Background: an optimization exercise with open tools, aiming at small area, a short achievable clock period and few clock cycles per item. Do not read the settings as production practice. Only simulation tests tie the RTL to the original design; equivalence was not proved. No activity file was given, so power comes from the tool's default toggle rates.

Setup of before:
==> flow/design.v (excerpt) <==
module icache_top (
    input  logic        Clk,
    input  logic        arst_n,
    input  logic        fetch_req_valid,
    input  logic [31:0] fetch_req_addr,
    input  logic        mem_credit,
    input  logic        mem_beat_valid,
    input  logic [31:0] mem_beat_data,
    output logic        fetch_rsp_valid,
    output logic [31:0] fetch_rsp_instr,
    output logic        busy,
    output logic        mem_req_valid,
    output logic [31:0] mem_req_addr
);
    logic        dv, tv, sv, busy_q;
    logic [29:0] d_addr, t_addr, s_addr;   
    logic        accept, done, d_free, t_free;
    assign accept = fetch_req_valid && !busy_q;
    assign busy   = busy_q;
    logic [1:0]  act;                      
    logic [27:0] fblk [2];                 
    logic [1:0]  fway [2];
    logic        fh, ft;                   
    logic [1:0]  bc;                       
    logic [7:0]  wmask;                    
  ...
Size in the first run: ~10,000 cells after synthesis, about 5,200 flip-flops, about 140 I/O pins, ~0.19 mm2 of cells after synthesis.
Settings: LEC_CHECK=0, CAP_MARGIN=20, CORE_MARGIN=2, CORE_UTILIZATION=60, CTS_CLUSTER_DIAMETER=80, CTS_CLUSTER_SIZE=30, SETUP_SLACK_MARGIN=3.0, SLEW_MARGIN=20, SYNTH_MEMORY_MAX_BITS=16384; clock period 6.0 ns.
run.sh (not shown) runs the stock make flow with config.mk's settings and CLKGATE_MAP_FILE= SYNTH_SCRIPT=/design/flow/synth_recipe.tcl, a recipe that flattens the netlist after the stock synthesis.
before: PASS, flow complete, no timing, DRC or antenna violations
Testbench counts of before, summed over its fixed seeds: cycles 16,457, fetches 12,000.
Relative to before, the following input files were edited for after:
- a deleted CTS_CLUSTER_DIAMETER that had been 80
- a deleted CTS_CLUSTER_SIZE that had been 30
[summary]
Every stage of the flow completed for after, and the final layout passed the timing, DRC and antenna checks.
Relative to before, total routing usage reported by global routing has increased by 0.37 points in after.
Changes observed in after relative to before: number of cells in the finished layout apart from fillers rose 3.8%, number of port buffers roughly the same, clock skew has decreased.
after ended with more share of total power in the clock network than before.
When the final numbers for after and before were put side by side, the fraction of final layout cells with drive strength greater than 1 turned out to be smaller in before.
Summary: final instance area, after worse than before


run a:
Another version of the RTL of icache_top (not shown whole).
For scale: about 140 I/O pins, roughly 200000 um2 of cells after synthesis.
==> flow/config.mk <==
export PLATFORM = sky130hd
export DESIGN_NAME = icache_top
export DESIGN_NICKNAME = icache_top
export VERILOG_FILES = /design/flow/design.v
export SDC_FILE = /design/flow/constraint.sdc
export NUM_CORES = 4
export LEC_CHECK = 0
export CAP_MARGIN = 20
export CORE_MARGIN = 2
export CORE_UTILIZATION = 60
export CTS_CLUSTER_DIAMETER = 80
export CTS_CLUSTER_SIZE = 24
export SETUP_SLACK_MARGIN = 3.3
export SLEW_MARGIN = 20
export SYNTH_MEMORY_MAX_BITS = 16384
==> flow/constraint.sdc <==
create_clock -name core_clock -period 6.0 [get_ports {Clk}]
set_input_delay 1.2000 -clock core_clock [delete_from_list [all_inputs] [get_ports {Clk}]]
set_output_delay 1.2000 -clock core_clock [all_outputs]
set_load 0.01 [all_outputs]
Testbench counts of run a, summed over its fixed seeds: cycles 16,465, fetches 12,000.
Input changes introduced in run b (baseline for comparison: run a):
Settings: SETUP_SLACK_MARGIN changed from 3.3 to 3.6.
--- outcome ---
Run b has completed all stages; timing, DRC and antenna checks passed.
Synthesis-to-finish area growth in run b is 3.0 points higher than in run a
Run b supports a higher top clock frequency than run a.
Looking at path category of the worst min-delay check, the input port to asynchronous set/reset pin result is from run b; the flip-flop to flip-flop one comes from run a.
Summary of run b over run a: number of nets in the layout went up 237; multi-input logic area went up about 3%.
Comparing run a against run b, there is no change at all in worst reg-to-reg path cell count.
Run b vs run a, routed via count went up by 3870.
Wire length: higher on run b


Setup of JK:
icache_top, a different RTL version from the one above (not shown whole).
Size: roughly 140 I/O pins, ~200000 um^2 of cells after synthesis.
clock: 6.0 ns
lec_check: 0
cap_margin: 20
core_margin: 2
core_utilization: 60
cts_cluster_diameter: 80
cts_cluster_size: 30
setup_slack_margin: 3.6
slew_margin: 20
synth_memory_max_bits: 16384
JK was carried through to the last stage, and its layout satisfied the timing, DRC and antenna checks.
Testbench counts of JK, summed over its fixed seeds: cycles 16,465, fetches 12,000.
The following lists how MS was set up differently from JK:
# JK
export LEC_CHECK = 0
export CAP_MARGIN = 20
export CORE_MARGIN = 2
export CORE_UTILIZATION = 60
export CTS_CLUSTER_DIAMETER = 80
export CTS_CLUSTER_SIZE = 30
export SETUP_SLACK_MARGIN = 3.6
export SLEW_MARGIN = 20
export SYNTH_MEMORY_MAX_BITS = 16384
create_clock -name core_clock -period 6.0 [get_ports {Clk}]
# MS
export LEC_CHECK = 0
export CAP_MARGIN = 20
export CORE_MARGIN = 2
export CORE_UTILIZATION = 60
export CTS_CLUSTER_DIAMETER = 80
export CTS_CLUSTER_SIZE = 24
export SETUP_SLACK_MARGIN = 3.6
export SLEW_MARGIN = 20
export SYNTH_MEMORY_MAX_BITS = 16384
create_clock -name core_clock -period 6.0 [get_ports {Clk}]
[summary]
- The final reports for MS and JK show global-route usage over all layers higher in the former.
- Compared with JK, MS shows worst ir drop on vdd higher by about 3%.
- NOTE: met3 routing resource usage after global routing in MS exceeds that of JK
- MS ended with more initial antenna violation count than JK.
- Cmp MS and JK / combinational cell fraction of total power / lower: MS

[what the ideal ports hide]
Ports are ideal in the flow. The routed layouts listed here were re-timed in OpenROAD.
Step 1: set_driving_cell puts a clkbuf_16 on Clk and a buf_2 on each other input, an assumption about the parent block.
Step 2, shift: input delay + t, output delay - t, t = (earliest + latest rising clock arrival at the registers) / 2. This alone moves slack from input paths to output paths.
Slacks: ideal / step 1 / step 2; pairs: ideal / step 1.
run | t, ns | slack for setup (ns) | hold WS [ns]
before | 1.085 | 2.700 / 2.700 / 1.658 | 0.386 / 0.286 / 0.480
after | 1.153 | 2.682 / 2.682 / 1.729 | 0.346 / 0.252 / 0.470
run a | 1.066 | 3.214 / 3.214 / 2.246 | 0.355 / 0.303 / 0.355
run b | 1.050 | 3.313 / 3.220 / 2.198 | 0.395 / 0.311 / 0.451
JK | 1.079 | 3.286 / 3.258 / 2.443 | 0.361 / 0.285 / 0.361
MS | 1.086 | 3.318 / 3.254 / 2.433 | 0.357 / 0.305 / 0.357
After both steps every run listed still meets setup and hold. For run b, which loses most, drivers alone change the setup slack by -0.093 ns; drivers and shift together by -1.115 ns.
